Source: an optimization exercise on an open RTL-to-GDS flow (aim: small area). Production flows keep margins and buffers that such runs may drop. Where RTL was checked, it was by simulation tests only, not by an equivalence proof against the original. Only the layout flow was run in runs 3 and 4; the RTL was not checked for function there. Power and IR drop assume default switching activity.

<file path="config.mk">
export PLATFORM = sky130hd
export DESIGN_NAME = processor
export DESIGN_NICKNAME = processor
export VERILOG_FILES = /design/flow/design.v
export SDC_FILE = /design/flow/constraint.sdc
export NUM_CORES = 4
export LEC_CHECK = 0
export CAP_MARGIN = 0
export CORE_MARGIN = 2
export CORE_UTILIZATION = 55
export SLEW_MARGIN = 0
</file>
<file path="constraint.sdc">
create_clock -name core_clock -period 10.0 [get_ports {clock}]
set_input_delay 2.0000 -clock core_clock [delete_from_list [all_inputs] [get_ports {clock}]]
set_output_delay 2.0000 -clock core_clock [all_outputs]
set_load 0.01 [all_outputs]
</file>
<file path="design.v">
`default_nettype none
module processor (
    input  logic        clock,
    input  logic        reset,
    output logic [31:0] imem_address,
    input  logic [31:0] imem_data,
    output logic [31:0] dmem_address,
    output logic [31:0] dmem_write_data,
    output logic        dmem_write_enable,
    input  logic [31:0] dmem_read_data,
    output logic        reg_write_enable,
    output logic [4:0]  reg_write_addr,
    output logic [31:0] reg_write_data,
    output logic [4:0]  reg_read_addr_a,
    output logic [4:0]  reg_read_addr_b,
    input  logic [31:0] reg_read_data_a,
    input  logic [31:0] reg_read_data_b
);
    logic [31:0] pc;
    logic [1:0]  st;
    logic        ex;         
    logic        nx;         
    logic        taken;      
    assign ex    = ~st[1] & st[0];
    assign nx    = st[1];
    assign taken = st[0];
    logic [15:0] cnt;        
    logic [3:0]  lfsr;
    logic [3:1]  creg;       
    logic [31:0] ins;
    logic [4:0]  op;
    logic [4:0]  rd, rs, rt, shamt;
    logic        is_r, is_j, is_bne, is_imm, is_sw, is_lw, is_fill;
    logic        f_sub, f_logic, f_or, f_shift, f_sra;
    assign ins     = imem_data;
    assign op      = ins[31:27];
    assign rd      = ins[26:22];
    assign rs      = ins[21:17];
    assign rt      = ins[16:12];
    assign shamt   = ins[11:7];
    assign is_r    = ~op[3] & ~op[2] & ~op[1] & ~op[0];
    assign is_j    = ~op[3] & ~op[2] & ~op[1] &  op[0];
    assign is_bne  = ~op[2] &  op[1];
    assign is_imm  =  op[2];                   
    assign is_sw   =  op[2] &  op[1];
    assign is_lw   =  op[3] & ~op[0];
    assign is_fill =  op[3] &  op[0];
    assign f_sub   = ~ins[4] & ~ins[3] &  ins[2];
    assign f_logic = ~ins[4] &  ins[3];
    assign f_or    =  ins[2];
    assign f_shift =  ins[4];
    assign f_sra   =  ins[2];
    logic sll;
    assign sll = is_r & f_shift & ~f_sra;
    assign reg_read_addr_a = (ex & ~sll) ? rs : 5'd0;
    always_comb begin
        reg_read_addr_b = 5'd0;
        if (ex) begin
            if (is_r)                 reg_read_addr_b = f_shift ? (f_sra ? 5'd0 : rs) : rt;
            else if (is_bne | is_sw)  reg_read_addr_b = rd;
        end
    end
    logic [31:0] x, y, s;
    logic [32:0] c;
    logic [3:0]  cout;
    logic        use_imm, use_tgt, inv, cin, pc_lo;
    logic [31:0] b_val, imm_val;
    logic        settled;
    assign use_imm = (ex & (op[2] | is_lw)) | (nx & taken & ~is_j);
    assign use_tgt = nx & taken & is_j;
    assign inv     = ex & ~op[3] & ~op[2] & (op[1] | ins[2]);    
    assign cin     = inv | (nx & ~(taken & is_j));
    assign pc_lo   = nx & ~(taken & is_j);
    assign imm_val = {{5{use_imm & ins[16]}},
                      use_tgt ? ins[26:17] : {10{use_imm & ins[16]}},
                      (use_imm | use_tgt) ? ins[16:0] : 17'd0};
    assign b_val   = op[2] ? 32'd0 : reg_read_data_b;    
    assign x = reg_read_data_a | (pc & {{5{nx}}, {27{pc_lo}}});
    assign y = ((b_val ^ {32{inv}}) | imm_val) | {16'd0, cnt};
    genvar k;
    generate
        for (k = 0; k < 32; k++) begin : g_add
            logic cin_k;
            if (k == 0)           assign cin_k = cin;
            else if (k % 8 == 0)  assign cin_k = creg[k / 8];
            else                  assign cin_k = c[k];
            assign c[k+1] = (x[k] & y[k]) | (x[k] & cin_k) | (y[k] & cin_k);
            assign s[k]   = x[k] ^ y[k] ^ cin_k;
        end
    endgenerate
    assign cout    = {c[32], c[24], c[16], c[8]};
    assign settled = (creg == cout[2:0]);
    logic [31:0] sh_in, sh_r;
    logic        sh_fill;
    function automatic logic [31:0] rev(input logic [31:0] v);
        for (int i = 0; i < 32; i++) rev[i] = v[31 - i];
    endfunction
    assign sh_fill = reg_read_data_a[31];                        
    assign sh_in   = reg_read_data_a | rev(reg_read_data_b);     
    logic [31:0] q1, q2;
    logic [3:0] d0, d1;
    logic [63:0] e0, e1, e2;
    assign d0 = 4'b1 << shamt[1:0];
    assign d1 = 4'b1 << shamt[3:2];
    assign e0 = {{32{sh_fill}}, sh_in};
    assign q1 = ({32{d0[0]}} & e0[31:0]) | ({32{d0[1]}} & e0[32:1]) | ({32{d0[2]}} & e0[33:2]) | ({32{d0[3]}} & e0[34:3]);
    assign e1 = {{32{sh_fill}}, q1};
    assign q2 = ({32{d1[0]}} & e1[31:0]) | ({32{d1[1]}} & e1[35:4]) | ({32{d1[2]}} & e1[39:8]) | ({32{d1[3]}} & e1[43:12]);
    assign e2 = {{32{sh_fill}}, q2};
    assign sh_r = shamt[4] ? e2[47:16] : e2[31:0];
    logic [31:0] lg;
    assign lg = (reg_read_data_a & reg_read_data_b) | ((reg_read_data_a | reg_read_data_b) & {32{f_or}});    
    logic sel_lw, sel_sra, sel_sll, sel_lg, sel_s;
    assign sel_lw  = op[3];
    assign sel_sra = ~op[3] & ~op[2] & f_shift & f_sra;
    assign sel_sll = ~op[3] & ~op[2] & f_shift & ~f_sra;
    assign sel_lg  = ~op[3] & ~op[2] & ~f_shift & f_logic;
    assign sel_s   = ~op[3] & (op[2] | ~(f_shift | f_logic));
    assign reg_write_data = (dmem_read_data & {32{sel_lw}}) | (sh_r & {32{sel_sra}})
                          | (rev(sh_r) & {32{sel_sll}}) | (lg & {32{sel_lg}}) | (s & {32{sel_s}});
    logic fill_done, fill_go, step;
    assign fill_done = (cnt == ins[15:0]);
    assign step      = ex & settled;
    assign fill_go   = ex & is_fill & ~fill_done;
    assign reg_write_enable  = step & (is_r | (is_imm & ~is_sw) | is_lw);
    assign reg_write_addr    = rd;
    assign dmem_address      = s;
    assign dmem_write_data   = {reg_read_data_b[31:4], reg_read_data_b[3:0] | (op[3] ? lfsr : 4'd0)};
    assign dmem_write_enable = step & (is_sw | (is_fill & ~fill_done));
    assign imem_address      = pc;
    logic ex_next;
    assign ex_next = ex ? (fill_go | (~settled & ~is_fill)) : settled;
    always_ff @(posedge clock or posedge reset) begin
        if (reset) begin
            st   <= 2'b00;
            lfsr <= 4'b0001;
        end else begin
            if (ex)       st <= ex_next ? 2'b01 : {1'b1, is_j | (is_bne & (|s))};
            else if (settled) st <= 2'b01;
            if (step & fill_go) lfsr <= {lfsr[2:0], lfsr[3] ^ lfsr[2]};
        end
    end
    logic [16:0] cnt_c;
    assign cnt_c[0] = settled;
    generate
        for (k = 0; k < 16; k++) begin : g_cnt
            assign cnt_c[k+1] = cnt_c[k] & cnt[k];
            always_ff @(posedge clock) cnt[k] <= fill_go & (cnt[k] ^ cnt_c[k]);
        end
    endgenerate
    always_ff @(posedge clock) begin
        creg <= cout[2:0] & {3{~(nx & settled)}};
        if (~ex & settled) pc <= s;
    end
endmodule
`default_nettype wire
</file>
<file path="flow/run.sh">
#!/bin/bash
# Standard layout (standard synthesis included) with two changes after synthesis:
# port buffers use the smallest buffer cell, and CTS uses small clock buffers and adds
# no dummy loads. make's output goes to make_finish.log, each step's to orfs/logs/.
set -euo pipefail
export BUFFER_PORTS_ARGS="-buffer_cell sky130_fd_sc_hd__buf_1"
export CTS_ARGS="-sink_clustering_enable -repair_clock_nets -dont_use_dummy_load -buf_list {sky130_fd_sc_hd__clkbuf_4} -root_buf sky130_fd_sc_hd__clkbuf_8"
bash standard.sh finish > make_finish.log 2>&1
</file>
<file path="standard.sh">
#!/bin/bash
# synth_recipe.tcl (not shown) runs the flow's synth.tcl, then flattens the netlist and writes it again
# the make line also repeats each setting of config.mk as NAME=value (left out here)
make -C /OpenROAD-flow-scripts/flow DESIGN_CONFIG=/design/flow/config.mk WORK_HOME=/design/flow/orfs CLKGATE_MAP_FILE= SYNTH_SCRIPT=/design/flow/synth_recipe.tcl "${@:-finish}"
</file>
==> impl_metrics.sql, run 1 <==
INSERT INTO impl_metrics (metric_group, metric, value, unit) VALUES
('outcome', 'outcome', 'finished clean', ''),
('logic_synthesis', 'synth_nets', '1016', ''),
('cells_and_area', 'fin_nets', '1249', ''),
('route', 'detailroute.via_count', '8721', ''),
('clocking', 'cts-root-to-sink-buffers', '2', ''),
('clocking', 'clock_pin_slew_on_the_worst_setup_and_hold_paths', '80', 'ps'),
('route', 'drt_first_iter_violations', '1402', ''),
('place', 'dp_hpwl', '25.7', 'mm'),
('critical_path', 'critical_path.reg2reg.startpoint', 'st[0]', ''),
('place', 'placedInstanceArea', '8510', 'sq um'),
('logic_synthesis', 'async_set_reset_flop_share_out_of_synthesis', '0.105', ''),
('cells_and_area', 'insertedDiodeCount', '0', ''),
('route', 'antenna_violating_nets_post_route', '0', ''),
('critical_path', 'critPathTopFamily', 'adder cells', ''),
('route', 'route.final.wire_length', '32.2', 'mm'),
('route', 'post_drt_wl_per_cell', '25.8', 'microns'),
('clocking', 'ctsHoldBuffers', '0', ''),
('sta', 'drv_slew', '0', ''),
('cells_and_area', 'fillerInstances', '1218', ''),
('sta', 'skew', '29.4', 'ps'),
('sta', 'fmax', '0.103', 'GHz'),
('pwr', 'p_sw', '1.04', 'mW'),
('clocking', 'maximum_level_of_the_cts_h_tree', '3', ''),
('pwr', 'total_leakage_power', '3.20', 'nW'),
('clocking', 'ctsRootBufferMaster', 'sky130_fd_sc_hd__clkbuf_8', ''),
('logic_synthesis', 'synthesis.yosys.warnings', '1', ''),
('global_routing', 'global_route_wire_length_before_repair', '46.9', 'mm'),
('critical_path', 'critPathSlowestCell', 'sky130_fd_sc_hd__fa_1', ''),
('route', 'drc_errors', '0', ''),
('pwr', 'vdd_drop_max', '0.190', 'mV'),
('clocking', 'clock_latency_at_the_later_pin_of_the_worst_skew_pair', '360', 'ps'),
('clocking', 'cts_sinks', '57', ''),
('hold_path', 'holdCritPathClass', 'flop to flop', ''),
('critical_path', 'worst-path-buf-inv', '5', ''),
('floorplanning', 'number_of_cell_rows', '42', ''),
('pwr', 'powerDensity', '223', 'nW/um^2'),
('logic_synthesis', 'netlist.area_leader.share', '0.129', ''),
('floorplanning', 'die-area', '14400', 'sq um'),
('pwr', 'intPower', '0.903', 'mW'),
('critical_path', 'crit_path_frequent_cell', 'sky130_fd_sc_hd__ha_1', ''),
('global_routing', 'grt.overflow.total', '0', ''),
('logic_synthesis', 'synthTopCellsByArea', 'sky130_fd_sc_hd__edfxtp_1 13%, sky130_fd_sc_hd__mux4_2 9.7%, sky130_fd_sc_hd__fa_1 8.4%, sky130_fd_sc_hd__dfxtp_1 5.1%, sky130_fd_sc_hd__buf_4 3.7%', ''),
('logic_synthesis', 'netlist-cell-type-count', '67', ''),
('critical_path', 'delay_of_the_slowest_cell_on_the_worst_path', '500', 'ps'),
('cells_and_area', 'layout-drive-gt1-share', '0.121', ''),
('logic_synthesis', 'synth_ff_type', 'sky130_fd_sc_hd__edfxtp_1', ''),
('pwr', 'p_comb_frac', '0.711', ''),
('pwr', 'register_share_of_total_power', '0.201', ''),
('floorplanning', 'ios', '275', ''),
('cells_and_area', 'syn_to_final_growth', '17.0', '%'),
('global_routing', 'grt_start_max_net_pins', '41', ''),
('floorplanning', 'core_area', '13200', 'sq um'),
('logic_synthesis', 'synth.cell_area', '7420', 'sq um'),
('critical_path', 'start_kind', 'input port', ''),
('sta', 'finalCriticalPeriod', '9710', 'ps'),
('pwr', 'fraction_of_power_consumed_by_the_clock_network', '0.088', ''),
('place', 'place.port_buffers', '273', ''),
('cells_and_area', 'fin_area', '8690', 'sq um'),
('cells_and_area', 'post_layout_nonfiller_instances', '1247', ''),
('place', 'dp_cells', '1237', ''),
('floorplanning', 'floorplan_die_height', '120', 'microns'),
('sta', 'finalSetupViolations', '0', ''),
('critical_path', 'critical_path_class', 'input port to flop', ''),
('run', 'maxCapViolations', '0', ''),
('sta', 'max_slew_margin', '0.193', ''),
('logic_synthesis', 'post-synth-top-area-cell', 'sky130_fd_sc_hd__edfxtp_1', ''),
('logic_synthesis', 'synth_edf_count', '32', ''),
('global_routing', 'grt_antenna_before_repair', '0', ''),
('logic_synthesis', 'synth.most_common_cell', 'sky130_fd_sc_hd__nor2_1', ''),
('global_routing', 'grt_pass1_vias', '7790', ''),
('sta', 'finalHoldWorstSlack', '536', 'ps');
-- placed cells by master, fill, tap and decap left out, types with 23 or more instances in the layout --
| cell type | count |
|---|---|
| sky130_fd_sc_hd__buf_1 | 270 |
| sky130_fd_sc_hd__nor2_1 | 73 |
| sky130_fd_sc_hd__nand2_1 | 57 |
| sky130_fd_sc_hd__a21oi_1 | 52 |
| sky130_fd_sc_hd__buf_4 | 46 |
| sky130_fd_sc_hd__inv_1 | 39 |
| sky130_fd_sc_hd__o21ai_0 | 38 |
| sky130_fd_sc_hd__mux4_2 | 32 |
| sky130_fd_sc_hd__edfxtp_1 | 32 |
| sky130_fd_sc_hd__maj3_1 | 26 |
| sky130_fd_sc_hd__a222oi_1 | 25 |
| sky130_fd_sc_hd__fa_1 | 25 |
| sky130_fd_sc_hd__a211oi_1 | 23 |
-- state kept, by name, summed over array words and instances, names as in the netlist --
name / cells
lfsr: 4
st: 2
cnt: 16
pc: 32
creg: 3
-- through the flow --
stage                     power [mW]  setup slack, ps  utilization
after detailed placement        1.71             -369        0.645
final                           1.94              285        0.659
after global routing            2.03            -68.4        0.659
after floorplan                 1.16             2.02            -
after global placement          1.70             -210        0.645
after CTS                       1.88             2.19        0.654
-- what timing repair did --
item	in CTS	in global routing
buffers inserted	0	1
gates resized for setup	0	12
endpoints found under the setup margin	0	4
-- worst max path at each step --
stage                         end  cells after the start           from  slack (ps)
after global placement    cnt[15]                     31  imem_data[29]        -210
after CTS                 cnt[15]                     31  imem_data[29]           2
after detailed placement  cnt[15]                     31  imem_data[29]        -370
after global routing      cnt[15]                     35  imem_data[29]         -70
after floorplan           cnt[15]                     32  imem_data[29]           2
final                     cnt[15]                     35  imem_data[29]         290
-- power by group through the flow --
stage	logic (mW)	clock network [mW]	registers, mW
after floorplan	0.750	0	0.405
after global placement	1.30	0	0.393
after detailed placement	1.32	0	0.393
after CTS	1.32	0.170	0.388
after global routing	1.46	0.178	0.394
final	1.38	0.170	0.391
-- metal layers --
layer | GRT usage | part of all wire | routed length, microns
met1 | 0.569 | 0.36 | 11500
met2 | 0.686 | 0.46 | 14600
met3 | 0.110 | 0.13 | 4260
met4 | 0.194 | 0.054 | 1730
met5 | 0 | 0 | 0
-- layout make-up --
class | instances | share of cell area
inverter | 40 | 0.0176
clock buffer | 9 | 0.0143
sequential | 57 | 0.172
tap | 176 | 0.0253
multi-input combinational | 646 | 0.613
timing repair buffer | 319 | 0.158
-- cell families (layout without fill, tap and decap cells) --
| kind of cell | after synthesis | count (layout) | share of synthesized area |
|---|---|---|---|
| AO/OA/AOI/OAI | 260 | 260 | 0.250 |
| multiplexers | 47 | 47 | 0.118 |
| flip-flops | 57 | 57 | 0.201 |
| XOR/XNOR | 23 | 23 | 0.0271 |
| buffers and inverters | 137 | 368 | 0.0952 |
| AND/OR/NAND/NOR | 244 | 244 | 0.164 |
| adder cells (fa/ha/maj) | 72 | 72 | 0.144 |
==> inputs of run 2 (changes only) <==
==> flow/run.sh (replaced) <==
#!/bin/bash
# Standard layout (standard synthesis included) with two changes after synthesis:
# port buffers use the smallest buffer cell, and CTS uses small clock buffers and adds
# no dummy loads. make's output goes to make_finish.log, each step's to orfs/logs/.
set -euo pipefail
export BUFFER_PORTS_ARGS="-buffer_cell sky130_fd_sc_hd__buf_1"
export CTS_ARGS="-sink_clustering_enable -repair_clock_nets -dont_use_dummy_load -sink_clustering_size 20 -sink_clustering_max_diameter 120 -buf_list {sky130_fd_sc_hd__clkbuf_8} -root_buf sky130_fd_sc_hd__clkbuf_8"
bash standard.sh finish > make_finish.log 2>&1
==> run 2 against run 1 <==
  * Clock power hardly changed
  * Final cell count stayed put
  * Combinational power hardly changed
  * Critical path depth stayed put
  * Power stayed put
==> impl_metrics.sql, run 2 <==
INSERT INTO impl_metrics (metric_group, metric, value, unit) VALUES
('route', 'drc_errors', '0', ''),
('cells_and_area', 'layout-drive-gt1-share', '0.121', ''),
('hold_path', 'min_to', 'lfsr[2]', ''),
('pwr', 'p_comb_frac', '0.711', ''),
('sta', 'setup_tns_final', '0', 'ps'),
('cells_and_area', 'largest_register_ffs', '32', ''),
('sta', 'fmax', '0.103', 'GHz'),
('logic_synthesis', 'synth.cell_area', '7420', 'sq um'),
('sta', 'finalSetupViolations', '0', ''),
('place', 'gp_routability_congestion', '1.03', ''),
('logic_synthesis', 'synth-adder-area-share', '0.144', ''),
('sta', 'post-route-worst-setup-slack', '285', 'ps'),
('logic_synthesis', 'netlist-cell-type-count', '67', ''),
('cells_and_area', 'layout_commonest_cell', 'sky130_fd_sc_hd__buf_1', ''),
('critical_path', 'critical_path.reg2reg.startpoint', 'st[0]', ''),
('clocking', 'tritoncts', 'built', ''),
('pwr', 'powerDensity', '223', 'nW/um^2'),
('logic_synthesis', 'syn_inst', '840', ''),
('logic_synthesis', 'postSynthRegisterBits', '57', ''),
('critical_path', 'crit_required', '10280', 'ps'),
('cells_and_area', 'syn_to_final_growth', '17.0', '%'),
('hold_path', 'worst_hold_startpoint', 'lfsr[1]', ''),
('clocking', 'clock_pin_slew_on_the_worst_setup_and_hold_paths', '80', 'ps'),
('critical_path', 'worst_r2r_path_depth', '31', ''),
('sta', 'drv_slew', '0', ''),
('pwr', 'fraction_of_power_consumed_by_the_clock_network', '0.088', ''),
('critical_path', 'critPathSlowestCell', 'sky130_fd_sc_hd__fa_1', ''),
('logic_synthesis', 'synth_common_cells', '74 x sky130_fd_sc_hd__nor2_1, 57 x sky130_fd_sc_hd__nand2_1, 55 x sky130_fd_sc_hd__a21oi_1', ''),
('place', 'dp_worst_setup_slack', '-369', 'ps'),
('pwr', 'intPower', '0.903', 'mW'),
('pwr', 'vdd_drop_max', '0.190', 'mV'),
('cells_and_area', 'regMostFlops', 'pc', ''),
('pwr', 'total_leakage_power', '3.20', 'nW'),
('route', 'route.final.wire_length', '32.2', 'mm'),
('clocking', 'maximum_level_of_the_cts_h_tree', '3', ''),
('hold_path', 'holdCritPathClass', 'flop to flop', ''),
('logic_synthesis', 'synth_area_in_xor_xnor', '0.0271', ''),
('clocking', 'clock_latency_at_the_later_pin_of_the_worst_skew_pair', '360', 'ps'),
('clocking', 'cts_sinks', '57', ''),
('pwr', 'sw_frac_of_total', '0.535', ''),
('global_routing', 'grt_start_max_net_pins', '41', ''),
('route', 'drt_first_iter_violations', '1402', ''),
('route', 'drt-pass1-iter-count', '8', ''),
('logic_synthesis', 'synthesis.yosys.warnings', '1', ''),
('outcome', 'outcome', 'finished clean', ''),
('critical_path', 'start_kind', 'input port', ''),
('floorplanning', 'die-area', '14400', 'sq um'),
('logic_synthesis', 'synth_compound_area_frac', '0.250', ''),
('global_routing', 'grt_antenna_before_repair', '0', ''),
('place', 'dp_hpwl', '25.7', 'mm'),
('sta', 'timing.final.crit_share', '0.971', ''),
('global_routing', 'grt.overflow.total', '0', ''),
('logic_synthesis', 'async_set_reset_flop_share_out_of_synthesis', '0.105', ''),
('clocking', 'tritoncts.num_buffers', '9', ''),
('global_routing', 'grt_pass1_vias', '7790', ''),
('global_routing', 'global_route.usage.total', '0.436', ''),
('hold_path', 'worstHoldPathCells', '1', ''),
('critical_path', 'crit_arrival', '9990', 'ps'),
('place', 'place.port_buffers', '273', ''),
('route', 'post_drt_wl_per_cell', '25.8', 'microns'),
('sta', 'max_slew_margin', '0.193', ''),
('global_routing', 'global_route_wire_length_before_repair', '46.9', 'mm'),
('floorplanning', 'core_area', '13200', 'sq um'),
('logic_synthesis', 'netlist.area_leader.share', '0.129', ''),
('floorplanning', 'start_util', '0.563', ''),
('logic_synthesis', 'post-synth-top-area-cell', 'sky130_fd_sc_hd__edfxtp_1', ''),
('pwr', 'p_sw', '1.04', 'mW'),
('sta', 'finalCriticalPeriod', '9710', 'ps'),
('logic_synthesis', 'synth.most_common_cell', 'sky130_fd_sc_hd__nor2_1', ''),
('run', 'maxCapViolations', '0', ''),
('floorplanning', 'ios', '275', ''),
('route', 'detailroute.via_count', '8721', ''),
('sta', 'finalHoldViolCount', '0', ''),
('critical_path', 'crit_path_frequent_cell', 'sky130_fd_sc_hd__ha_1', ''),
('route', 'vias_per_cell', '6.99', ''),
('logic_synthesis', 'synth_ff_type', 'sky130_fd_sc_hd__edfxtp_1', ''),
('critical_path', 'worst-path-max-fanout', '5', ''),
('critical_path', 'timing.critical_path.to_type', 'flop', ''),
('pwr', 'register_share_of_total_power', '0.201', ''),
('cells_and_area', 'largest_registers', 'pc x32, cnt x16, lfsr x4', ''),
('logic_synthesis', 'synth_edf_count', '32', ''),
('logic_synthesis', 'syn-mean-instance-area', '8.84', 'sq um'),
('critical_path', 'critical_path_class', 'input port to flop', ''),
('floorplanning', 'number_of_cell_rows', '42', ''),
('clocking', 'cts-root-to-sink-buffers', '2', ''),
('cells_and_area', 'fin_nets', '1249', ''),
('clocking', 'ctsHoldBuffers', '0', ''),
('logic_synthesis', 'synth_nets', '1016', ''),
('sta', 'skew', '29.4', 'ps'),
('critical_path', 'r2r-end', 'cnt[15]', ''),
('logic_synthesis', 'yosys.area_share.simple', '0.164', ''),
('cells_and_area', 'insertedDiodeCount', '0', ''),
('logic_synthesis', 'synthTopCellsByArea', 'sky130_fd_sc_hd__edfxtp_1 13%, sky130_fd_sc_hd__mux4_2 9.7%, sky130_fd_sc_hd__fa_1 8.4%, sky130_fd_sc_hd__dfxtp_1 5.1%, sky130_fd_sc_hd__buf_4 3.7%', ''),
('floorplanning', 'floorplan_die_height', '120', 'microns'),
('cells_and_area', 'commonest_cells_after_routing_fill_and_taps_aside', '270 x sky130_fd_sc_hd__buf_1, 73 x sky130_fd_sc_hd__nor2_1, 57 x sky130_fd_sc_hd__nand2_1', ''),
('route', 'antenna_violating_nets_post_route', '0', ''),
('logic_synthesis', 'synth_top_family_by_area', 'compound AO/OA/AOI/OAI gates', ''),
('clocking', 'ctsRootBufferMaster', 'sky130_fd_sc_hd__clkbuf_8', ''),
('sta', 'worstMarginPinSlew', '1210', 'ps'),
('critical_path', 'rrSetupSlack', '1180', 'ps'),
('floorplanning', 'die_x', '120', 'microns'),
('logic_synthesis', 'synth.mux.area_fraction', '0.118', ''),
('logic_synthesis', 'sequential_share_of_the_synthesized_area', '0.201', ''),
('critical_path', 'delay_of_the_slowest_cell_on_the_worst_path', '500', 'ps');
==> run 2: power by group through the flow <==
stage / sequential, mW / combinational [mW] / clock (mW)
global placement: 0.393 / 1.30 / 0
floorplan: 0.405 / 0.750 / 0
detailed placement: 0.393 / 1.32 / 0
finish: 0.391 / 1.38 / 0.170
global route: 0.394 / 1.46 / 0.178
CTS: 0.388 / 1.32 / 0.170
==> run 2: repair_timing <==
item / in CTS / in global routing
endpoints found under the setup margin: 0 / 4
buffers inserted: 0 / 1
resized for setup: 0 / 12
==> run 2: per-layer routing <==
metal / track usage / wire length (microns) / up-vias
met1: 0.569 / 11500 / 4132
met4: 0.194 / 1730 / 0
li1: - / - / 3661
met3: 0.110 / 4260 / 155
met5: 0 / 0 / -
met2: 0.686 / 14600 / 773
==> run 2: critical path, delay by kind of cell <==
kind            cells  cell delay (ps)
compound gates      1              280
simple gates        4              720
buf+inv             5              570
fa+ha+maj          23             6120
xor+xnor            2              300
==> run 2: layout make-up <==
class / instances / area, sq um
Clock buffer: 9 / 124
Tap cell: 176 / 220
Inverter: 40 / 153
Timing Repair Buffer: 319 / 1370
Multi-Input combinational cell: 646 / 5320
Sequential cell: 57 / 1490
Fill cell: 1218 / 4500
==> run 2: stage by stage <==
stage,util,std cells,power [mW],hold slack (ps),cell area (sq um)
2_1_floorplan,-,840,1.16,498,7460
3_3_place_gp,0.645,1237,1.70,529,8510
3_5_place_dp,0.645,1237,1.71,532,8510
4_1_cts,0.654,1246,1.88,534,8630
5_1_grt,0.659,1247,2.03,557,8690
6_report,0.659,1247,1.94,536,8690
==> run 2: cell families after synthesis <==
kind of cell | count (synthesis)
compound gates | 260
simple gates | 244
buf+inv | 137
fa+ha+maj | 72
flops | 57
mux | 47
xor+xnor | 23
==> run 2: worst max path at each step <==
stage / slack, ps / cells past startpoint / to / from
2_1_floorplan: 2 / 32 / cnt[15] / imem_data[29]
3_3_place_gp: -210 / 31 / cnt[15] / imem_data[29]
3_5_place_dp: -370 / 31 / cnt[15] / imem_data[29]
4_1_cts: 2 / 31 / cnt[15] / imem_data[29]
5_1_grt: -70 / 35 / cnt[15] / imem_data[29]
6_report: 290 / 35 / cnt[15] / imem_data[29]
==> inputs of run 3 (changes only) <==
--- a/design.v
+++ b/design.v
@@ -63,20 +63,28 @@
     logic [31:0] x, y, s;
     logic [32:0] c;
     logic [3:0]  cout;
-    logic        use_imm, use_tgt, inv, cin, pc_lo;
-    logic [31:0] b_val, imm_val;
+    logic        use_imm, use_tgt, t11, t10, t01, t00, cin, pc_lo;
+    logic [31:0] a_val, b_val, ab_val, imm_val;
     logic        settled;
     assign use_imm = (ex & (op[2] | is_lw)) | (nx & taken & ~is_j);
     assign use_tgt = nx & taken & is_j;
-    assign inv     = ex & ~op[3] & ~op[2] & (op[1] | ins[2]);    
-    assign cin     = inv | (nx & ~(taken & is_j));
+    logic r_ex;
+    assign r_ex    = ex & ~op[3] & ~op[2] & ~op[1] & ~op[0];
+    assign t11     = r_ex & ~ins[2];                                
+    assign t01     = r_ex & (ins[3] | ~ins[2]);                     
+    assign t10     = (ex & is_bne) | (r_ex & ~ins[3] & ins[2]);     
+    assign t00     = (ex & is_bne) | (r_ex & (ins[3] ^ ins[2]));    
+    assign cin     = t00 | (nx & ~(taken & is_j));
     assign pc_lo   = nx & ~(taken & is_j);
     assign imm_val = {{5{use_imm & ins[16]}},
                       use_tgt ? ins[26:17] : {10{use_imm & ins[16]}},
                       (use_imm | use_tgt) ? ins[16:0] : 17'd0};
-    assign b_val   = op[2] ? 32'd0 : reg_read_data_b;    
+    assign a_val   = reg_read_data_a;
+    assign b_val   = reg_read_data_b;
+    assign ab_val  = (a_val & b_val & {32{t11}}) | (a_val & ~b_val & {32{t10}})
+                   | (~a_val & b_val & {32{t01}}) | (~a_val & ~b_val & {32{t00}});
     assign x = reg_read_data_a | (pc & {{5{nx}}, {27{pc_lo}}});
-    assign y = ((b_val ^ {32{inv}}) | imm_val) | {16'd0, cnt};
+    assign y = ab_val | imm_val | {16'd0, cnt};
     genvar k;
     generate
         for (k = 0; k < 32; k++) begin : g_add
@@ -108,16 +116,13 @@
     assign q2 = ({32{d1[0]}} & e1[31:0]) | ({32{d1[1]}} & e1[35:4]) | ({32{d1[2]}} & e1[39:8]) | ({32{d1[3]}} & e1[43:12]);
     assign e2 = {{32{sh_fill}}, q2};
     assign sh_r = shamt[4] ? e2[47:16] : e2[31:0];
-    logic [31:0] lg;
-    assign lg = (reg_read_data_a & reg_read_data_b) | ((reg_read_data_a | reg_read_data_b) & {32{f_or}});    
-    logic sel_lw, sel_sra, sel_sll, sel_lg, sel_s;
+    logic sel_lw, sel_sra, sel_sll, sel_s;
     assign sel_lw  = op[3];
     assign sel_sra = ~op[3] & ~op[2] & f_shift & f_sra;
     assign sel_sll = ~op[3] & ~op[2] & f_shift & ~f_sra;
-    assign sel_lg  = ~op[3] & ~op[2] & ~f_shift & f_logic;
-    assign sel_s   = ~op[3] & (op[2] | ~(f_shift | f_logic));
+    assign sel_s   = ~op[3] & (op[2] | ~f_shift);
     assign reg_write_data = (dmem_read_data & {32{sel_lw}}) | (sh_r & {32{sel_sra}})
-                          | (rev(sh_r) & {32{sel_sll}}) | (lg & {32{sel_lg}}) | (s & {32{sel_s}});
+                          | (rev(sh_r) & {32{sel_sll}}) | (s & {32{sel_s}});
     logic fill_done, fill_go, step;
     assign fill_done = (cnt == ins[15:0]);
     assign step      = ex & settled;
==> flow/run.sh (replaced) <==
#!/bin/bash
# Standard layout (standard synthesis included) with two changes after synthesis:
# port buffers use the smallest buffer cell, and CTS uses small clock buffers and adds
# no dummy loads. make's output goes to make_finish.log, each step's to orfs/logs/.
set -euo pipefail
export BUFFER_PORTS_ARGS="-buffer_cell sky130_fd_sc_hd__buf_1"
export CTS_ARGS="-sink_clustering_enable -repair_clock_nets -dont_use_dummy_load -buf_list {sky130_fd_sc_hd__clkbuf_2 sky130_fd_sc_hd__clkbuf_4} -root_buf sky130_fd_sc_hd__clkbuf_4"
bash standard.sh finish > make_finish.log 2>&1
--- a/config.mk
+++ b/config.mk
@@ -7,5 +7,5 @@
 export LEC_CHECK = 0
 export CAP_MARGIN = 0
 export CORE_MARGIN = 2
-export CORE_UTILIZATION = 55
+export CORE_UTILIZATION = 50
 export SLEW_MARGIN = 0
==> run 3 against run 2 <==
  * Sequential share of layout area down 0.51 points
  * Wire length increased by 4.7%
  * Utilization is 4.5 points lower
  * First-iteration DRC count is 8.8% lower
  * Highest routed layer unchanged
==> impl_metrics.sql, run 3 <==
INSERT INTO impl_metrics (metric_group, metric, value, unit) VALUES
('outcome', 'outcome', 'finished clean', ''),
('pwr', 'vdd_drop_max', '0.182', 'mV'),
('cells_and_area', 'layout-drive-gt1-share', '0.185', ''),
('logic_synthesis', 'postSynthRegisterBits', '57', ''),
('route', 'vias_per_cell', '6.84', ''),
('global_routing', 'grt_pass1_vias', '8051', ''),
('critical_path', 'start_kind', 'input port', ''),
('cells_and_area', 'syn_to_final_growth', '19.4', '%'),
('logic_synthesis', 'synth-adder-area-share', '0.109', ''),
('logic_synthesis', 'synth.most_common_cell', 'sky130_fd_sc_hd__nor2_1', ''),
('critical_path', 'crit_arrival', '7830', 'ps'),
('cells_and_area', 'fillerInstances', '1323', ''),
('floorplanning', 'ios', '275', ''),
('route', 'detailroute.via_count', '8562', ''),
('critical_path', 'rrSetupSlack', '1040', 'ps'),
('logic_synthesis', 'async_set_reset_flop_share_out_of_synthesis', '0.105', ''),
('floorplanning', 'core_area', '14600', 'sq um'),
('logic_synthesis', 'synth_top_family_by_area', 'multiplexers', ''),
('logic_synthesis', 'yosys.area_share.simple', '0.148', ''),
('cells_and_area', 'commonest_cells_after_routing_fill_and_taps_aside', '270 x sky130_fd_sc_hd__buf_1, 80 x sky130_fd_sc_hd__nor2_1, 61 x sky130_fd_sc_hd__a21oi_1, 61 x sky130_fd_sc_hd__buf_4, 55 x sky130_fd_sc_hd__mux4_2', ''),
('clocking', 'maximum_level_of_the_cts_h_tree', '3', ''),
('place', 'placedInstanceArea', '8770', 'sq um'),
('logic_synthesis', 'syn-mean-instance-area', '9.19', 'sq um'),
('sta', 'finalCriticalPeriod', '9830', 'ps'),
('logic_synthesis', 'synthTopCellsByArea', 'sky130_fd_sc_hd__mux4_2 17%, sky130_fd_sc_hd__edfxtp_1 13%, sky130_fd_sc_hd__fa_1 8.3%, sky130_fd_sc_hd__dfxtp_1 5.1%, sky130_fd_sc_hd__nor2_1 4.2%', ''),
('pwr', 'fraction_of_power_consumed_by_the_clock_network', '0.064', ''),
('floorplanning', 'number_of_cell_rows', '44', ''),
('pwr', 'p_sw', '1.06', 'mW'),
('clocking', 'clock_pin_slew_on_the_worst_setup_and_hold_paths', '80', 'ps'),
('global_routing', 'grt_antenna_before_repair', '1', ''),
('floorplanning', 'die-area', '16000', 'sq um'),
('route', 'drt-pass1-iter-count', '7', ''),
('floorplanning', 'start_util', '0.514', ''),
('logic_synthesis', 'sequential_share_of_the_synthesized_area', '0.199', ''),
('clocking', 'clock_latency_at_the_later_pin_of_the_worst_skew_pair', '450', 'ps'),
('sta', 'worstMarginPinSlew', '971', 'ps'),
('pwr', 'register_share_of_total_power', '0.194', ''),
('clocking', 'cts_sinks', '57', ''),
('logic_synthesis', 'synth_common_cells', '84 x sky130_fd_sc_hd__nor2_1, 61 x sky130_fd_sc_hd__a21oi_1, 55 x sky130_fd_sc_hd__mux4_2, 55 x sky130_fd_sc_hd__nand2_1', ''),
('sta', 'finalHoldViolCount', '0', ''),
('route', 'antenna_violating_nets_post_route', '0', ''),
('cells_and_area', 'largest_register_ffs', '32', ''),
('logic_synthesis', 'syn_inst', '816', ''),
('logic_synthesis', 'synth_edf_count', '32', ''),
('critical_path', 'critical_path.reg2reg.startpoint', 'st[1]', ''),
('sta', 'max_slew_margin', '0.352', ''),
('critical_path', 'delay_of_the_slowest_cell_on_the_worst_path', '550', 'ps'),
('logic_synthesis', 'synth_ff_type', 'sky130_fd_sc_hd__edfxtp_1', ''),
('logic_synthesis', 'synth.mux.area_fraction', '0.215', ''),
('cells_and_area', 'post_layout_nonfiller_instances', '1251', ''),
('critical_path', 'timing.critical_path.to_type', 'output port', ''),
('clocking', 'tritoncts', 'built', ''),
('clocking', 'ctsRootBufferMaster', 'sky130_fd_sc_hd__clkbuf_4', ''),
('pwr', 'total_leakage_power', '3.33', 'nW'),
('sta', 'skew', '41.0', 'ps'),
('critical_path', 'critical_path_class', 'input port to output port', ''),
('logic_synthesis', 'post-synth-top-area-cell', 'sky130_fd_sc_hd__mux4_2', ''),
('route', 'drt_first_iter_violations', '1278', ''),
('route', 'route.final.wire_length', '33.7', 'mm'),
('cells_and_area', 'fin_area', '8950', 'sq um'),
('logic_synthesis', 'synth_nets', '993', ''),
('clocking', 'cts-root-to-sink-buffers', '2', ''),
('pwr', 'powerDensity', '224', 'nW/um^2'),
('route', 'post_drt_wl_per_cell', '26.9', 'microns'),
('critical_path', 'critPathSlowestCell', 'sky130_fd_sc_hd__or4_4', ''),
('sta', 'drv_slew', '0', ''),
('global_routing', 'global_route.usage.total', '0.406', ''),
('cells_and_area', 'layout_commonest_cell', 'sky130_fd_sc_hd__buf_1', ''),
('cells_and_area', 'regMostFlops', 'pc', ''),
('global_routing', 'grt.overflow.total', '0', ''),
('critical_path', 'crit_path_frequent_cell', 'sky130_fd_sc_hd__fa_1', ''),
('logic_synthesis', 'synthesis.yosys.warnings', '1', ''),
('pwr', 'intPower', '0.948', 'mW'),
('critical_path', 'worst-path-max-fanout', '16', ''),
('logic_synthesis', 'synth_compound_area_frac', '0.210', ''),
('clocking', 'tritoncts.num_buffers', '9', ''),
('sta', 'timing.final.crit_share', '0.983', ''),
('logic_synthesis', 'synth_area_in_xor_xnor', '0.0269', ''),
('sta', 'fmax', '0.102', 'GHz'),
('critical_path', 'cp-startpoint', 'imem_data[29]', ''),
('floorplanning', 'die_x', '126', 'microns'),
('cells_and_area', 'finish.utilization', '0.614', ''),
('logic_synthesis', 'synth.cell_area', '7500', 'sq um'),
('sta', 'finalSetupViolations', '0', ''),
('cells_and_area', 'largest_registers', 'pc x32, cnt x16, lfsr x4', ''),
('critical_path', 'crit_required', '8000', 'ps'),
('logic_synthesis', 'netlist-cell-type-count', '63', ''),
('cells_and_area', 'fin_nets', '1243', ''),
('place', 'dp_hpwl', '27.1', 'mm'),
('global_routing', 'global_route_wire_length_before_repair', '48.7', 'mm'),
('critical_path', 'series_of_cell_instances_along_the_critical_path', 'buf_1 > or4_4 > nor2_2 > nor2_1 > nor2_2 > buf_6 > buf_6 > mux4_2 > a211oi_1 > fa_1 > fa_1 > fa_2 > fa_1 > fa_1 > fa_1 > fa_2 > xnor2_1 > xor2_1 > buf_4 > buf_4 > a221o_1 > buf_1', ''),
('place', 'gp_routability_congestion', '1.01', ''),
('place', 'place.port_buffers', '273', ''),
('hold_path', 'holdCritPathClass', 'flop to flop', ''),
('floorplanning', 'floorplan_die_height', '126', 'microns'),
('route', 'drc_errors', '0', ''),
('hold_path', 'worst_hold_startpoint', 'lfsr[1]', ''),
('sta', 'finalHoldWorstSlack', '549', 'ps'),
('pwr', 'sw_frac_of_total', '0.527', ''),
('run', 'maxCapViolations', '0', ''),
('pwr', 'p_comb_frac', '0.742', ''),
('logic_synthesis', 'netlist.area_leader.share', '0.165', ''),
('global_routing', 'grt_start_max_net_pins', '41', ''),
('place', 'dp_cells', '1232', ''),
('pwr', 'total_power', '2.00', 'mW');
## run 3: cell types whose count changed after synthesis, sizes merged, moves of 10 or more
cell	delta
nor2	+10
mux4	+28
o21ai	-14
a31oi	+11
maj3	-26
nand3	-12
a222oi	-15
## run 3: timing repair
item	in CTS	in global routing
pin swaps	0	25
setup endpoints to repair	1	6
gates resized for setup	3	11
buffers inserted	2	5
hold buffers	0	0
## run 3: cell families after synthesis
family	Yosys count
AO/OA/AOI/OAI	231
adder cells (fa/ha/maj)	47
buffers and inverters	141
multiplexers	83
AND/OR/NAND/NOR	234
flip-flops	57
XOR/XNOR	23
## run 3: per-layer routing
metal / vias up / part of all wire / GRT usage
met1: 4128 / 0.37 / 0.537
li1: 3576 / - / -
met2: 751 / 0.45 / 0.634
met5: - / 0 / 0
met3: 107 / 0.13 / 0.101
met4: 0 / 0.052 / 0.185
## run 3: metrics by stage
stage | setup slack (ps) | setup TNS (ps)
after floorplan | 27.7 | 0
after CTS | 31.2 | 0
after global placement | -218 | -420
after detailed placement | -423 | -1050
final | 174 | 0
after global routing | -43.0 | -43.0
## run 3: worst max-delay path: cells and delay by family
| family | cells | cell delay [ps] |
|---|---|---|
| xor+xnor | 2 | 320 |
| simple gates | 4 | 850 |
| buf+inv | 6 | 850 |
| compound gates | 2 | 380 |
| fa+ha+maj | 7 | 3160 |
| mux | 1 | 250 |
## run 3: final timing paths
path | end | cells after the start
setup / recovery | reg_write_data[31] | 22
min in group asynchronous | st[0] | 2
max in group asynchronous | lfsr[0] | 2
setup reg to reg | cnt[15] | 35
hold / removal | lfsr[2] | 1
hold reg to reg | lfsr[2] | 1
## run 3: area by class of cell
class | instances | area [sq um] | share of cell area
Antenna cell | 3 | 7.51 | 0.000838
Clock buffer | 9 | 67.6 | 0.00755
Inverter | 43 | 161 | 0.0180
Multi-Input combinational cell | 618 | 5470 | 0.611
Sequential cell | 57 | 1490 | 0.167
Tap cell | 184 | 230 | 0.0257
Timing Repair Buffer | 337 | 1520 | 0.170
## run 3: power groups by stage
stage	logic (mW)	registers, mW	clock network (mW)
2_1_floorplan	0.795	0.403	0
3_3_place_gp	1.37	0.388	0
3_5_place_dp	1.41	0.390	0
4_1_cts	1.42	0.385	0.129
5_1_grt	1.57	0.393	0.137
6_report	1.49	0.389	0.128
==> inputs of run 4 (changes only) <==
--- a/design.v
+++ b/design.v
@@ -17,13 +17,9 @@
     input  logic [31:0] reg_read_data_b
 );
     logic [31:0] pc;
-    logic [1:0]  st;
     logic        ex;         
     logic        nx;         
     logic        taken;      
-    assign ex    = ~st[1] & st[0];
-    assign nx    = st[1];
-    assign taken = st[0];
     logic [15:0] cnt;        
     logic [3:0]  lfsr;
     logic [3:1]  creg;       
@@ -137,11 +133,12 @@
     assign ex_next = ex ? (fill_go | (~settled & ~is_fill)) : settled;
     always_ff @(posedge clock or posedge reset) begin
         if (reset) begin
-            st   <= 2'b00;
+            ex   <= 1'b0;
+            nx   <= 1'b0;
             lfsr <= 4'b0001;
         end else begin
-            if (ex)       st <= ex_next ? 2'b01 : {1'b1, is_j | (is_bne & (|s))};
-            else if (settled) st <= 2'b01;
+            ex   <= ex_next;
+            nx   <= (ex | nx) & ~ex_next;
             if (step & fill_go) lfsr <= {lfsr[2:0], lfsr[3] ^ lfsr[2]};
         end
     end
@@ -156,6 +153,7 @@
     always_ff @(posedge clock) begin
         creg <= cout[2:0] & {3{~(nx & settled)}};
         if (~ex & settled) pc <= s;
+        if (ex) taken <= is_j | (is_bne & (|s));
     end
 endmodule
 `default_nettype wire
==> run 4 against run 3 <==
  * Still clean on timing, DRC and antenna
  * Power increased by 8.8%
  * Synthesized cell count increased by 1.5%
  * Worst setup slack improved by 130 ps
  * Wire length decreased by 0.28%
  * Clock skew decreased by 14 ps
  * Combinational power increased by 7%
  * Final cell count increased by 1.1%
  * Sequential share of layout area about the same
  * Utilization decreased by 0.84 points
  * Critical path depth increased by 13
  * Global-route usage decreased by 0.096 points
  * Critical path type is now input port to flop
==> impl_metrics.sql, run 4 <==
INSERT INTO impl_metrics (metric_group, metric, value, unit) VALUES
('place', 'dp_hpwl', '27.5', 'mm'),
('cells_and_area', 'layout_commonest_cell', 'sky130_fd_sc_hd__buf_1', ''),
('outcome', 'outcome', 'finished clean', ''),
('critical_path', 'start_kind', 'input port', ''),
('critical_path', 'crit_required', '10300', 'ps'),
('critical_path', 'critPathSlowestCell', 'sky130_fd_sc_hd__fa_1', ''),
('floorplanning', 'floorplan_die_height', '128', 'microns'),
('logic_synthesis', 'synthTopCellsByArea', 'sky130_fd_sc_hd__mux4_2 15%, sky130_fd_sc_hd__edfxtp_1 13%, sky130_fd_sc_hd__fa_1 8.1%, sky130_fd_sc_hd__dfxtp_1 4.9%, sky130_fd_sc_hd__a21oi_1 3.6%', ''),
('logic_synthesis', 'synth_edf_count', '33', ''),
('route', 'detailroute.via_count', '8428', ''),
('cells_and_area', 'regMostFlops', 'pc', ''),
('place', 'gp_routability_congestion', '0.992', ''),
('cells_and_area', 'largest_registers', 'pc x32, cnt x16, lfsr x4', ''),
('floorplanning', 'number_of_cell_rows', '45', ''),
('route', 'route.final.wire_length', '33.6', 'mm'),
('critical_path', 'crit_arrival', '9990', 'ps'),
('route', 'vias_per_cell', '6.66', ''),
('logic_synthesis', 'syn_inst', '828', ''),
('sta', 'fmax', '0.103', 'GHz'),
('cells_and_area', 'fin_area', '9130', 'sq um'),
('floorplanning', 'ios', '275', ''),
('global_routing', 'grt_antenna_before_repair', '2', ''),
('pwr', 'sw_frac_of_total', '0.531', '');
[run 4: path summary, 6_finish.rpt]
| path | end | from | cells past startpoint |
|---|---|---|---|
| max | cnt[15] | imem_data[3] | 35 |
| min | lfsr[2] | lfsr[1] | 1 |
| max reg2reg | cnt[15] | ex | 32 |
| min reg2reg | lfsr[2] | lfsr[1] | 1 |
| max in group asynchronous | lfsr[0] | reset | 2 |
| min in group asynchronous | lfsr[3] | reset | 2 |
[run 4: critical path, delay by kind of cell]
kind,cells,cell delay [ps]
AND/OR/NAND/NOR,5,700
adder cells (fa/ha/maj),23,6200
AO/OA/AOI/OAI,1,60
multiplexers,1,220
XOR/XNOR,2,370
buffers and inverters,3,440
[run 4: logic make-up (layout without fill, tap and decap cells)]
family | count (synthesis) | in the layout | share of synthesized area
multiplexers | 83 | 83 | 0.210
other | 0 | 1 | 0
AND/OR/NAND/NOR | 242 | 242 | 0.156
flip-flops | 58 | 58 | 0.198
XOR/XNOR | 23 | 23 | 0.0262
adder cells (fa/ha/maj) | 47 | 47 | 0.107
buffers and inverters | 141 | 389 | 0.0936
AO/OA/AOI/OAI | 234 | 234 | 0.209
[run 4: through the flow]
stage	TNS [ps]	hold slack (ps)	util	std cells
detailed placement	-2480	525	0.590	1250
global placement	-1900	521	0.590	1250
finish	0	546	0.605	1265
floorplan	0	498	-	828
CTS	0	552	0.598	1261
global route	0	575	0.605	1265
[run 4: power by group through the flow]
stage / registers (mW) / logic, mW / clock network, mW
finish: 0.466 / 1.59 / 0.129
CTS: 0.460 / 1.52 / 0.131
global placement: 0.464 / 1.49 / 0
global route: 0.474 / 1.68 / 0.139
floorplan: 0.482 / 0.810 / 0
detailed placement: 0.466 / 1.50 / 0
[run 4: final cells by class]
class,count,area [sq um],area share
Clock buffer,9,67.6,0.00740
Multi-Input combinational cell,629,5630,0.616
Timing Repair Buffer,337,1510,0.166
Tap cell,188,235,0.0258
Inverter,43,166,0.0182
Sequential cell,58,1520,0.167
Antenna cell,1,2.50,0.000274
[run 4: metal layers]
layer	vias to the layer above	wire length [microns]	global-route usage
li1	3622	-	-
met1	4104	13000	0.532
met2	609	15200	0.626
met3	91	3810	0.112
met4	2	1660	0.189
met5	-	13	0
[run 4: timing repair]
action                                  4_1_cts  5_1_grt
endpoints found under the setup margin        4        8
resized for setup                             9       23
cloned                                        0        0
setup buffers                                 2        3
pin swaps                                     4       11

## re-timing with driven ports
How much do the figures lean on ideal ports? The routed layouts below were timed once more, with nothing changed but the port constraints. Step 1 sets driving cells, clkbuf_16 on the clock port and buf_2 on the other inputs (assumed; they add their load-dependent delay and slew). Step 2 adds t to the input delays and takes it off the output delays; t is the mean of the earliest and latest rising clock arrival at the registers after step 1. Input paths then give back, and output paths get back, about the clock's delay inside the block. Three values: ideal ports, drivers, drivers and shift; two values: the first two.
| run | shift t [ns] | setup WS [ns] | pins driven straight from the clock port |
|---|---|---|---|
| run 1 | 0.387 | 0.285 / 0.297 / -0.088 | 1 |
| run 2 | 0.387 | 0.285 / 0.297 / -0.088 | 1 |
| run 3 | 0.475 | 0.174 / 0.153 / -0.274 | 1 |
| run 4 | 0.467 | 0.308 / 0.292 / -0.141 | 1 |
Met with ideal ports but missed after step 2: setup timing in every run listed. For run 4, which loses most, drivers alone change the setup slack by -0.016 ns; drivers and shift together by -0.449 ns.
